Background: an optimization exercise with open tools, aiming at small area. Do not read the settings as production practice. RTL that was checked went through simulation tests only; none was proved equivalent to the original. Power figures rest on the tool's default switching activity, not on a simulated workload.

==> inputs of 11-18 <==
==> flow/design.v <==
package mem_bus_pkg;
    localparam int WORD_BYTES = 2;
    localparam int WORDS      = 128;
endpackage
module data_mem_responder #(
    parameter int ADDR_W      = 8,
    parameter int DATA_W      = 16,
    parameter int WAIT_STATES = 1
) (
    input  logic              clk,
    input  logic              rst_n,
    input  logic              mem_req,
    input  logic              mem_we,
    input  logic [ADDR_W-1:0] mem_addr,
    input  logic [DATA_W-1:0] mem_in,
    output logic [DATA_W-1:0] mem_out,
    output logic              mem_ready,
    input  logic              ld_clear,
    input  logic              ld_valid,
    input  logic [7:0]        ld_byte,
    output logic              ld_ready
);
    localparam int WADDR_W = ADDR_W - 1;
    localparam int WORDS   = 2**WADDR_W;
    localparam int HW      = DATA_W / 2;
    logic                rdw_q, wrw_q, rsp_q;
    logic                idle;
    logic [ADDR_W-1:0]   ld_ptr_q;
    logic [DATA_W-1:0]   mem_out_q;
    logic [7:0]          acc_lo_q, acc_lo_d;
    logic [15:0]         acc_hi_q, acc_hi_d;
    logic [DATA_W-1:0]   bus_data_q;
    logic [7:0]          ld_byte_q;
    logic [ADDR_W-1:0]   ld_addr_q;
    logic                ld_pend_q;
    logic                bus_acc, ld_wr;
    logic [DATA_W-1:0]   wr_data;
    logic [7:0]          ld_lo;
    logic [15:0]         ld_hi;
    logic [WORDS-1:0][DATA_W-1:0] mem_q;
    logic [1:0][7:0]              wr_lo_n;
    logic [15:0]                  wr_hi_n;
    logic [WORDS-1:0][1:0]        wr_en, wr_en_n;
    logic [WORDS-1:0][DATA_W-1:0] mem_d;
    logic [WORDS-1:0]             rd_sel_n;
    logic [DATA_W-1:0][WORDS-1:0] rd_bits;
    logic [DATA_W-1:0]            rd_word;
    assign idle     = ~(rdw_q | wrw_q | rsp_q);
    assign ld_ready = idle & ~mem_req & ~ld_clear;
    assign bus_acc = idle & mem_req;
    assign ld_wr   = ld_ready & ld_valid;
    always_ff @(posedge clk or negedge rst_n) begin
        if (!rst_n) begin
            rdw_q <= 1'b0;
            wrw_q <= 1'b0;
            rsp_q <= 1'b0;
        end else begin
            rdw_q <= bus_acc & ~mem_we;
            wrw_q <= bus_acc & mem_we;
            rsp_q <= rdw_q | wrw_q;
        end
    end
    always_ff @(posedge clk or negedge rst_n) begin
        if (!rst_n) begin
            ld_ptr_q <= '0;
        end else if (ld_clear) begin
            ld_ptr_q <= '0;
        end else if (ld_wr) begin
            ld_ptr_q <= ld_ptr_q + 1'b1;
        end
    end
    dmr_dec3en u_alo (.a(mem_addr[3:1]), .en(bus_acc), .y(acc_lo_d));
    dmr_dec4en u_ahi (.a(mem_addr[7:4]), .en(bus_acc), .y(acc_hi_d));
    always_ff @(posedge clk) begin
        acc_lo_q   <= acc_lo_d;
        acc_hi_q   <= acc_hi_d;
        bus_data_q <= mem_in;
        ld_byte_q  <= ld_byte;
        ld_addr_q  <= ld_ptr_q;
        ld_pend_q  <= ld_wr;
    end
    dmr_dec3 u_llo (.a(ld_addr_q[3:1]), .y(ld_lo));
    dmr_dec4 u_lhi (.a(ld_addr_q[7:4]), .y(ld_hi));
    always_comb begin
        for (int k = 0; k < 8; k++) begin
            wr_lo_n[0][k] = ~((wrw_q & acc_lo_q[k]) | (ld_pend_q & ~ld_addr_q[0] & ld_lo[k]));
            wr_lo_n[1][k] = ~((wrw_q & acc_lo_q[k]) | (ld_pend_q &  ld_addr_q[0] & ld_lo[k]));
        end
        for (int j = 0; j < 16; j++) begin
            wr_hi_n[j] = ~(acc_hi_q[j] | (ld_pend_q & ld_hi[j]));
        end
    end
    assign wr_data = wrw_q ? bus_data_q : {2{ld_byte_q}};
    for (genvar w = 0; w < WORDS; w++) begin : g_word
        for (genvar l = 0; l < 2; l++) begin : g_lane
            dmr_nor2 u_we  (.a(wr_lo_n[l][w % 8]), .b(wr_hi_n[w / 8]), .y(wr_en[w][l]));
            dmr_inv  u_wen (.a(wr_en[w][l]), .y(wr_en_n[w][l]));
        end
    end
    for (genvar w = 0; w < WORDS; w++) begin : g_mem
        for (genvar b = 0; b < DATA_W; b++) begin : g_bit
            dmr_hold u_h (.we(wr_en[w][b / HW]), .we_n(wr_en_n[w][b / HW]), .wd(wr_data[b]),
                          .q(mem_q[w][b]), .d(mem_d[w][b]));
        end
    end
    always_ff @(posedge clk) mem_q <= mem_d;
    mem_word_ram #(.AW(WADDR_W)) u_rsel (.lo(acc_lo_q), .hi(acc_hi_q), .sel_n(rd_sel_n));
    for (genvar b = 0; b < DATA_W; b++) begin : g_rbit
        for (genvar w = 0; w < WORDS; w++) begin : g_w
            assign rd_bits[b][w] = mem_q[w][b];
        end
        dmr_rd_bit u_rd (.d(rd_bits[b]), .sel_n(rd_sel_n), .y(rd_word[b]));
    end
    always_ff @(posedge clk or negedge rst_n) begin
        if (!rst_n) begin
            mem_out_q <= '0;
        end else if (rdw_q) begin
            mem_out_q <= rd_word;
        end
    end
    assign mem_out   = mem_out_q;
    assign mem_ready = rsp_q;
endmodule
module mem_word_ram #(
    parameter int AW = 7
) (
    input  logic [7:0]       lo,
    input  logic [15:0]      hi,
    output logic [2**AW-1:0] sel_n
);
    for (genvar w = 0; w < 2**AW; w++) begin : g_sel
        dmr_nand2 u_s (.a(lo[w % 8]), .b(hi[w / 8]), .y(sel_n[w]));
    end
endmodule
module dmr_dec3en (
    input  logic [2:0] a,
    input  logic       en,
    output logic [7:0] y
);
    always_comb for (int i = 0; i < 8; i++) y[i] = en & (a == 3'(i));
endmodule
module dmr_dec4en (
    input  logic [3:0]  a,
    input  logic        en,
    output logic [15:0] y
);
    always_comb for (int i = 0; i < 16; i++) y[i] = en & (a == 4'(i));
endmodule
module dmr_dec3 (
    input  logic [2:0] a,
    output logic [7:0] y
);
    always_comb for (int i = 0; i < 8; i++) y[i] = (a == 3'(i));
endmodule
module dmr_dec4 (
    input  logic [3:0]  a,
    output logic [15:0] y
);
    always_comb for (int i = 0; i < 16; i++) y[i] = (a == 4'(i));
endmodule
module dmr_dec3en_n (
    input  logic [2:0] a,
    input  logic       en,
    output logic [7:0] y_n
);
    always_comb for (int i = 0; i < 8; i++) y_n[i] = ~(en & (a == 3'(i)));
endmodule
module dmr_dec4n (
    input  logic [3:0]  a,
    output logic [15:0] y_n
);
    always_comb for (int i = 0; i < 16; i++) y_n[i] = ~(a == 4'(i));
endmodule
module dmr_rd_bit (
    input  logic [127:0] d,
    input  logic [127:0] sel_n,
    output logic         y
);
    logic [63:0] l1;
    logic [15:0] l2;
    logic [7:0]  l3;
    logic [1:0]  l4;
    for (genvar i = 0; i < 64; i++) begin : g_l1
        dmr_o22ai u (.a1(d[2*i]), .a2(sel_n[2*i]), .b1(d[2*i+1]), .b2(sel_n[2*i+1]), .y(l1[i]));
    end
    for (genvar i = 0; i < 16; i++) begin : g_l2
        dmr_or4 u (.a(l1[4*i +: 4]), .y(l2[i]));
    end
    for (genvar i = 0; i < 8; i++) begin : g_l3
        dmr_nor2 u (.a(l2[2*i]), .b(l2[2*i+1]), .y(l3[i]));
    end
    for (genvar i = 0; i < 2; i++) begin : g_l4
        dmr_nand4 u (.a(l3[4*i +: 4]), .y(l4[i]));
    end
    dmr_nor2 u_l5 (.a(l4[0]), .b(l4[1]), .y(y));
endmodule
module dmr_hold (
    input  logic we, we_n, wd, q,
    output logic d
);
    assign d = (we & wd) | (we_n & q);
endmodule
module dmr_inv (
    input  logic a,
    output logic y
);
    assign y = ~a;
endmodule
module dmr_o22ai (
    input  logic a1, a2, b1, b2,
    output logic y
);
    assign y = ~((a1 | a2) & (b1 | b2));
endmodule
module dmr_or4 (
    input  logic [3:0] a,
    output logic       y
);
    assign y = |a;
endmodule
module dmr_nand4 (
    input  logic [3:0] a,
    output logic       y
);
    assign y = ~&a;
endmodule
module dmr_nand2 (
    input  logic a, b,
    output logic y
);
    assign y = ~(a & b);
endmodule
module dmr_nor2 (
    input  logic a, b,
    output logic y
);
    assign y = ~(a | b);
endmodule
==> flow/flow/run.sh <==
#!/bin/bash
# Layout flow: the standard ORFS flow (standard.sh, its synthesis unchanged),
# with two changes:
#  - clock tree synthesis without dummy loads (clkbuf_8 leaves, clusters of
#    at most 18 sinks within 55 um);
#  - port buffers use the smallest buffer, buf_1.
# All of make's output goes to flow_make.log in this folder; ORFS writes each
# step's log under orfs/logs/.
set -euo pipefail
bash standard.sh \
  "CTS_ARGS=-sink_clustering_enable -repair_clock_nets -dont_use_dummy_load -buf_list sky130_fd_sc_hd__clkbuf_8 -sink_clustering_size 18 -sink_clustering_max_diameter 55" \
  "BUFFER_PORTS_ARGS=-buffer_cell sky130_fd_sc_hd__buf_1" \
  finish > flow_make.log 2>&1
==> flow/standard.sh <==
#!/bin/bash
# synth_recipe.tcl (not shown) runs the flow's synth.tcl, then flattens the netlist and writes it again
# the make line also repeats each setting of config.mk as NAME=value (left out here)
make -C /OpenROAD-flow-scripts/flow DESIGN_CONFIG=/design/flow/config.mk WORK_HOME=/design/flow/orfs CLKGATE_MAP_FILE= SYNTH_SCRIPT=/design/flow/synth_recipe.tcl "${@:-finish}"
==> flow/config.mk <==
export PLATFORM = sky130hd
export DESIGN_NAME = data_mem_responder
export DESIGN_NICKNAME = data_mem_responder
export VERILOG_FILES = /design/flow/design.v
export SDC_FILE = /design/flow/constraint.sdc
export NUM_CORES = 4
export LEC_CHECK = 0
export ABC_CLOCK_PERIOD_IN_PS = 100000
export CAP_MARGIN = 20
export CORE_MARGIN = 2
export CORE_UTILIZATION = 70
export CTS_BUF_LIST = sky130_fd_sc_hd__clkbuf_8
export CTS_CLUSTER_DIAMETER = 50
export CTS_CLUSTER_SIZE = 16
export GPL_TIMING_DRIVEN = 0
export PLACE_DENSITY = 0.8
export SETUP_SLACK_MARGIN = 0.15
export SLEW_MARGIN = 20
export SYNTH_HIERARCHICAL = 1
==> flow/constraint.sdc <==
create_clock -name core_clock -period 4.0 [get_ports {clk}]
set_input_delay 0.8000 -clock core_clock [delete_from_list [all_inputs] [get_ports {clk}]]
set_output_delay 0.8000 -clock core_clock [all_outputs]
set_load 0.01 [all_outputs]
==> 05-07: changes against 11-18 <==
==> flow/design.v, changed modules only <==
module data_mem_responder #(
    parameter int ADDR_W      = 8,
    parameter int DATA_W      = 16,
    parameter int WAIT_STATES = 1
) (
    input  logic              clk,
    input  logic              rst_n,
    input  logic              mem_req,
    input  logic              mem_we,
    input  logic [ADDR_W-1:0] mem_addr,
    input  logic [DATA_W-1:0] mem_in,
    output logic [DATA_W-1:0] mem_out,
    output logic              mem_ready,
    input  logic              ld_clear,
    input  logic              ld_valid,
    input  logic [7:0]        ld_byte,
    output logic              ld_ready
);
    localparam int WADDR_W = ADDR_W - 1;
    localparam int WORDS   = 2**WADDR_W;
    localparam int HW      = DATA_W / 2;
    logic                rdw_q, wrw_q, rsp_q;
    logic                idle;
    logic [ADDR_W-1:0]   ld_ptr_q;
    logic [DATA_W-1:0]   mem_out_q;
    logic [7:0]          rd_lo_n_q, rd_lo_d;
    logic [15:0]         rd_hi_n_q, rd_hi_d;
    logic                bus_rd, bus_wr, ld_wr;
    logic [1:0]          wr_be;
    logic [WADDR_W-1:0]  wr_addr;
    logic [DATA_W-1:0]   wr_data;
    logic [WORDS-1:0][DATA_W-1:0] mem_q;
    logic [1:0][7:0]              wr_lo_n;
    logic [15:0]                  wr_hi_n;
    logic [WORDS-1:0][1:0]        wr_en, wr_en_n;
    logic [WORDS-1:0][DATA_W-1:0] mem_d;
    logic [WORDS-1:0]             rd_sel;
    logic [DATA_W-1:0][WORDS-1:0] rd_bits;
    logic [DATA_W-1:0]            rd_word;
    assign idle     = ~(rdw_q | wrw_q | rsp_q);
    assign ld_ready = idle & ~mem_req & ~ld_clear;
    assign bus_rd  = idle & mem_req & ~mem_we;
    assign bus_wr  = idle & mem_req & mem_we;
    assign ld_wr   = ld_ready & ld_valid;
    assign wr_be   = {bus_wr | (ld_wr & ld_ptr_q[0]), bus_wr | (ld_wr & ~ld_ptr_q[0])};
    assign wr_addr = mem_req ? mem_addr[ADDR_W-1:1] : ld_ptr_q[ADDR_W-1:1];
    assign wr_data = mem_req ? mem_in : {2{ld_byte}};
    always_ff @(posedge clk or negedge rst_n) begin
        if (!rst_n) begin
            rdw_q <= 1'b0;
            wrw_q <= 1'b0;
            rsp_q <= 1'b0;
        end else begin
            rdw_q <= bus_rd;
            wrw_q <= bus_wr;
            rsp_q <= rdw_q | wrw_q;
        end
    end
    always_ff @(posedge clk or negedge rst_n) begin
        if (!rst_n) begin
            ld_ptr_q <= '0;
        end else if (ld_clear) begin
            ld_ptr_q <= '0;
        end else if (ld_wr) begin
            ld_ptr_q <= ld_ptr_q + 1'b1;
        end
    end
    dmr_dec3en u_rlo (.a(mem_addr[3:1]), .en(bus_rd), .y(rd_lo_d));
    dmr_dec4en u_rhi (.a(mem_addr[7:4]), .en(bus_rd), .y(rd_hi_d));
    always_ff @(posedge clk) begin
        rd_lo_n_q <= ~rd_lo_d;
        rd_hi_n_q <= ~rd_hi_d;
    end
    dmr_dec3en_n u_wlo0 (.a(wr_addr[2:0]), .en(wr_be[0]), .y_n(wr_lo_n[0]));
    dmr_dec3en_n u_wlo1 (.a(wr_addr[2:0]), .en(wr_be[1]), .y_n(wr_lo_n[1]));
    dmr_dec4n    u_whi  (.a(wr_addr[6:3]), .y_n(wr_hi_n));
    for (genvar w = 0; w < WORDS; w++) begin : g_word
        for (genvar l = 0; l < 2; l++) begin : g_lane
            dmr_nor2 u_we  (.a(wr_lo_n[l][w % 8]), .b(wr_hi_n[w / 8]), .y(wr_en[w][l]));
            dmr_inv  u_wen (.a(wr_en[w][l]), .y(wr_en_n[w][l]));
        end
    end
    for (genvar w = 0; w < WORDS; w++) begin : g_mem
        for (genvar b = 0; b < DATA_W; b++) begin : g_bit
            dmr_hold u_h (.we(wr_en[w][b / HW]), .we_n(wr_en_n[w][b / HW]), .wd(wr_data[b]),
                          .q(mem_q[w][b]), .d(mem_d[w][b]));
        end
    end
    always_ff @(posedge clk) mem_q <= mem_d;
    mem_word_ram #(.AW(WADDR_W)) u_rsel (.lo_n(rd_lo_n_q), .hi_n(rd_hi_n_q), .sel(rd_sel));
    for (genvar b = 0; b < DATA_W; b++) begin : g_rbit
        for (genvar w = 0; w < WORDS; w++) begin : g_w
            assign rd_bits[b][w] = mem_q[w][b];
        end
        dmr_rd_bit u_rd (.d(rd_bits[b]), .sel(rd_sel), .y(rd_word[b]));
    end
    always_ff @(posedge clk or negedge rst_n) begin
        if (!rst_n) begin
            mem_out_q <= '0;
        end else if (rdw_q) begin
            mem_out_q <= rd_word;
        end
    end
    assign mem_out   = mem_out_q;
    assign mem_ready = rsp_q;
endmodule
module mem_word_ram #(
    parameter int AW = 7
) (
    input  logic [7:0]       lo_n,
    input  logic [15:0]      hi_n,
    output logic [2**AW-1:0] sel
);
    for (genvar w = 0; w < 2**AW; w++) begin : g_sel
        dmr_nor2 u_s (.a(lo_n[w % 8]), .b(hi_n[w / 8]), .y(sel[w]));
    end
endmodule
module dmr_rd_bit (
    input  logic [127:0] d,
    input  logic [127:0] sel,
    output logic         y
);
    logic [42:0] l1;
    logic [10:0] l2;
    logic [2:0]  l3;
    for (genvar i = 0; i < 42; i++) begin : g_l1
        dmr_a222oi u (.a1(d[3*i]), .a2(sel[3*i]), .b1(d[3*i+1]), .b2(sel[3*i+1]),
                      .c1(d[3*i+2]), .c2(sel[3*i+2]), .y(l1[i]));
    end
    dmr_a22oi u_l1x (.a1(d[126]), .a2(sel[126]), .b1(d[127]), .b2(sel[127]), .y(l1[42]));
    for (genvar i = 0; i < 10; i++) begin : g_l2
        dmr_nand4 u (.a(l1[4*i +: 4]), .y(l2[i]));
    end
    dmr_nand3 u_l2x (.a(l1[42:40]), .y(l2[10]));
    dmr_or4 u_l3a (.a(l2[3:0]), .y(l3[0]));
    dmr_or4 u_l3b (.a(l2[7:4]), .y(l3[1]));
    dmr_or3 u_l3c (.a(l2[10:8]), .y(l3[2]));
    dmr_or3 u_l4  (.a(l3), .y(y));
endmodule
module dmr_a222oi (
    input  logic a1, a2, b1, b2, c1, c2,
    output logic y
);
    assign y = ~((a1 & a2) | (b1 & b2) | (c1 & c2));
endmodule
module dmr_a22oi (
    input  logic a1, a2, b1, b2,
    output logic y
);
    assign y = ~((a1 & a2) | (b1 & b2));
endmodule
module dmr_nand3 (
    input  logic [2:0] a,
    output logic       y
);
    assign y = ~&a;
endmodule
module dmr_or3 (
    input  logic [2:0] a,
    output logic       y
);
    assign y = |a;
endmodule
// module dmr_dec3 removed
// module dmr_dec4 removed
--- a/flow/config.mk
+++ b/flow/config.mk
@@ -15,5 +15,5 @@
 export GPL_TIMING_DRIVEN = 0
 export PLACE_DENSITY = 0.8
-export SETUP_SLACK_MARGIN = 0.15
+export SETUP_SLACK_MARGIN = 0.45
 export SLEW_MARGIN = 20
 export SYNTH_HIERARCHICAL = 1
==> 02-03: changes against 11-18 <==
==> flow/design.v, changed modules only <==
module data_mem_responder #(
    parameter int ADDR_W      = 8,
    parameter int DATA_W      = 16,
    parameter int WAIT_STATES = 1
) (
    input  logic              clk,
    input  logic              rst_n,
    input  logic              mem_req,
    input  logic              mem_we,
    input  logic [ADDR_W-1:0] mem_addr,
    input  logic [DATA_W-1:0] mem_in,
    output logic [DATA_W-1:0] mem_out,
    output logic              mem_ready,
    input  logic              ld_clear,
    input  logic              ld_valid,
    input  logic [7:0]        ld_byte,
    output logic              ld_ready
);
    localparam int WADDR_W = ADDR_W - 1;
    localparam int WORDS   = 2**WADDR_W;
    localparam int HW      = DATA_W / 2;
    logic                rdw_q, wrw_q, rsp_q;
    logic                idle;
    logic [ADDR_W-1:0]   ld_ptr_q;
    logic [DATA_W-1:0]   mem_out_q;
    logic [7:0]          rd_lo_q, rd_lo_d;
    logic [15:0]         rd_hi_q, rd_hi_d;
    logic                bus_rd, bus_wr, ld_wr;
    logic [1:0]          wr_be;
    logic [WADDR_W-1:0]  wr_addr;
    logic [DATA_W-1:0]   wr_data;
    logic [WORDS-1:0][DATA_W-1:0] mem_q;
    logic [1:0][7:0]              wr_lo_n;
    logic [15:0]                  wr_hi_n;
    logic [WORDS-1:0][1:0]        wr_en, wr_en_n;
    logic [WORDS-1:0][DATA_W-1:0] mem_d;
    logic [WORDS-1:0]             rd_sel_n;
    logic [DATA_W-1:0][WORDS-1:0] rd_bits;
    logic [DATA_W-1:0]            rd_word;
    assign idle     = ~(rdw_q | wrw_q | rsp_q);
    assign ld_ready = idle & ~mem_req & ~ld_clear;
    assign bus_rd  = idle & mem_req & ~mem_we;
    assign bus_wr  = idle & mem_req & mem_we;
    assign ld_wr   = ld_ready & ld_valid;
    assign wr_be   = {bus_wr | (ld_wr & ld_ptr_q[0]), bus_wr | (ld_wr & ~ld_ptr_q[0])};
    assign wr_addr = mem_req ? mem_addr[ADDR_W-1:1] : ld_ptr_q[ADDR_W-1:1];
    assign wr_data = mem_req ? mem_in : {2{ld_byte}};
    always_ff @(posedge clk or negedge rst_n) begin
        if (!rst_n) begin
            rdw_q <= 1'b0;
            wrw_q <= 1'b0;
            rsp_q <= 1'b0;
        end else begin
            rdw_q <= bus_rd;
            wrw_q <= bus_wr;
            rsp_q <= rdw_q | wrw_q;
        end
    end
    always_ff @(posedge clk or negedge rst_n) begin
        if (!rst_n) begin
            ld_ptr_q <= '0;
        end else if (ld_clear) begin
            ld_ptr_q <= '0;
        end else if (ld_wr) begin
            ld_ptr_q <= ld_ptr_q + 1'b1;
        end
    end
    dmr_dec3en u_rlo (.a(mem_addr[3:1]), .en(bus_rd), .y(rd_lo_d));
    dmr_dec4en u_rhi (.a(mem_addr[7:4]), .en(bus_rd), .y(rd_hi_d));
    always_ff @(posedge clk) begin
        rd_lo_q <= rd_lo_d;
        rd_hi_q <= rd_hi_d;
    end
    dmr_dec3en_n u_wlo0 (.a(wr_addr[2:0]), .en(wr_be[0]), .y_n(wr_lo_n[0]));
    dmr_dec3en_n u_wlo1 (.a(wr_addr[2:0]), .en(wr_be[1]), .y_n(wr_lo_n[1]));
    dmr_dec4n    u_whi  (.a(wr_addr[6:3]), .y_n(wr_hi_n));
    for (genvar w = 0; w < WORDS; w++) begin : g_word
        for (genvar l = 0; l < 2; l++) begin : g_lane
            dmr_nor2 u_we  (.a(wr_lo_n[l][w % 8]), .b(wr_hi_n[w / 8]), .y(wr_en[w][l]));
            dmr_inv  u_wen (.a(wr_en[w][l]), .y(wr_en_n[w][l]));
        end
    end
    for (genvar w = 0; w < WORDS; w++) begin : g_mem
        for (genvar b = 0; b < DATA_W; b++) begin : g_bit
            dmr_hold u_h (.we(wr_en[w][b / HW]), .we_n(wr_en_n[w][b / HW]), .wd(wr_data[b]),
                          .q(mem_q[w][b]), .d(mem_d[w][b]));
        end
    end
    always_ff @(posedge clk) mem_q <= mem_d;
    mem_word_ram #(.AW(WADDR_W)) u_rsel (.lo(rd_lo_q), .hi(rd_hi_q), .sel_n(rd_sel_n));
    for (genvar b = 0; b < DATA_W; b++) begin : g_rbit
        for (genvar w = 0; w < WORDS; w++) begin : g_w
            assign rd_bits[b][w] = mem_q[w][b];
        end
        dmr_rd_bit u_rd (.d(rd_bits[b]), .sel_n(rd_sel_n), .y(rd_word[b]));
    end
    always_ff @(posedge clk or negedge rst_n) begin
        if (!rst_n) begin
            mem_out_q <= '0;
        end else if (rdw_q) begin
            mem_out_q <= rd_word;
        end
    end
    assign mem_out   = mem_out_q;
    assign mem_ready = rsp_q;
endmodule
// module dmr_dec3 removed
// module dmr_dec4 removed
==> flow/flow/run.sh (replaced) <==
#!/bin/bash
# Layout flow: the standard ORFS flow (standard.sh, its synthesis unchanged),
# with two changes:
#  - clock tree synthesis without dummy loads (clkbuf_8 leaves, clusters of
#    at most 16 sinks within 50 um);
#  - port buffers use the smallest buffer, buf_1.
# All of make's output goes to flow_make.log in this folder; ORFS writes each
# step's log under orfs/logs/.
set -euo pipefail
bash standard.sh \
  "CTS_ARGS=-sink_clustering_enable -repair_clock_nets -dont_use_dummy_load -buf_list sky130_fd_sc_hd__clkbuf_8 -sink_clustering_size 16 -sink_clustering_max_diameter 50" \
  "BUFFER_PORTS_ARGS=-buffer_cell sky130_fd_sc_hd__buf_1" \
  finish > flow_make.log 2>&1
--- a/flow/config.mk
+++ b/flow/config.mk
@@ -15,5 +15,5 @@
 export GPL_TIMING_DRIVEN = 0
 export PLACE_DENSITY = 0.8
-export SETUP_SLACK_MARGIN = 0.15
+export SETUP_SLACK_MARGIN = 0.4
 export SLEW_MARGIN = 20
 export SYNTH_HIERARCHICAL = 1
==> notes <==
- 11-18 finished with timing, DRC and antenna clean. 05-07 finished but failed the layout checks on antenna rules. 02-03 went through all stages and came out clean.
- First-iteration DRC count, highest first: 05-07, 02-03, 11-18.
- Synthesized cell count, lowest first: 05-07, 02-03, 11-18.
- In 05-07 the critical path depth is higher than in 02-03, by 1.
- The highest register-to-register slack belongs to 02-03, the lowest to 11-18.
- Against 05-07, the sequential share of layout area of 02-03 is lower by 0.41 points.
==> figures <==
	11-18	05-07	02-03
DR vias/cell	7.635	7.842	7.648
Outcome	finished clean	failed layout checks	finished clean
Layout check failures	-	antenna rules	-
Area of the die	0.1078 sq mm	0.1059 sq mm	0.1067 sq mm
Total routed wirelength	240.5 mm	230.1 mm	240.8 mm
Sequential-to-total area share from yosys stat	58.13%	58.26%	57.83%
Switch share	23.96%	23.65%	23.87%
Placed cell areas	0.07773 sq mm	0.07576 sq mm	0.07639 sq mm
GRT met1 Usage	56.59%	59.32%	56.17%
Storage cell area	0.04283 sq mm	0.04218 sq mm	0.04217 sq mm
Sequential Power	21.7 mW	22.2 mW	22.2 mW
Worst clock skew	49.58 ps	66.69 ps	51.95 ps
Core footprint	0.1039 sq mm	0.1022 sq mm	0.1033 sq mm
No functional check of the RTL was part of 11-18 and 05-07.

## afterwards: timing with drivers on the ports
Ports are ideal in the flow. The routed layouts listed here were re-timed in OpenROAD.
Step 1 sets driving cells, clkbuf_16 on the clock port and buf_2 on the other inputs (assumed; they add their load-dependent delay and slew).
Step 2 times the ports against the registers' clock, not the clock port: input delays grow and output delays shrink by t, the midpoint of the rising clock arrivals with the driver on.
a / b / c = no drivers / after step 1 / after step 2; a / b = the first two.
| run | t (ns) | setup slack, ns | hold slack, ns | latest minus earliest clock arrival (ns) |
|---|---|---|---|---|
| 11-18 | 0.953 | 0.044 / 0.044 / 0.044 | 0.135 / 0.188 / 0.392 | 0.051 / 0.051 |
| 05-07 | 0.944 | 0.257 / 0.257 / -0.682 | 0.188 / 0.239 / 0.477 | 0.070 / 0.070 |
| 02-03 | 0.959 | 0.290 / 0.290 / -0.658 | 0.237 / 0.209 / 0.474 | 0.064 / 0.064 |
The setup slack of 02-03, which loses most, moves by 0.000 ns with the drivers and by -0.948 ns with both steps.
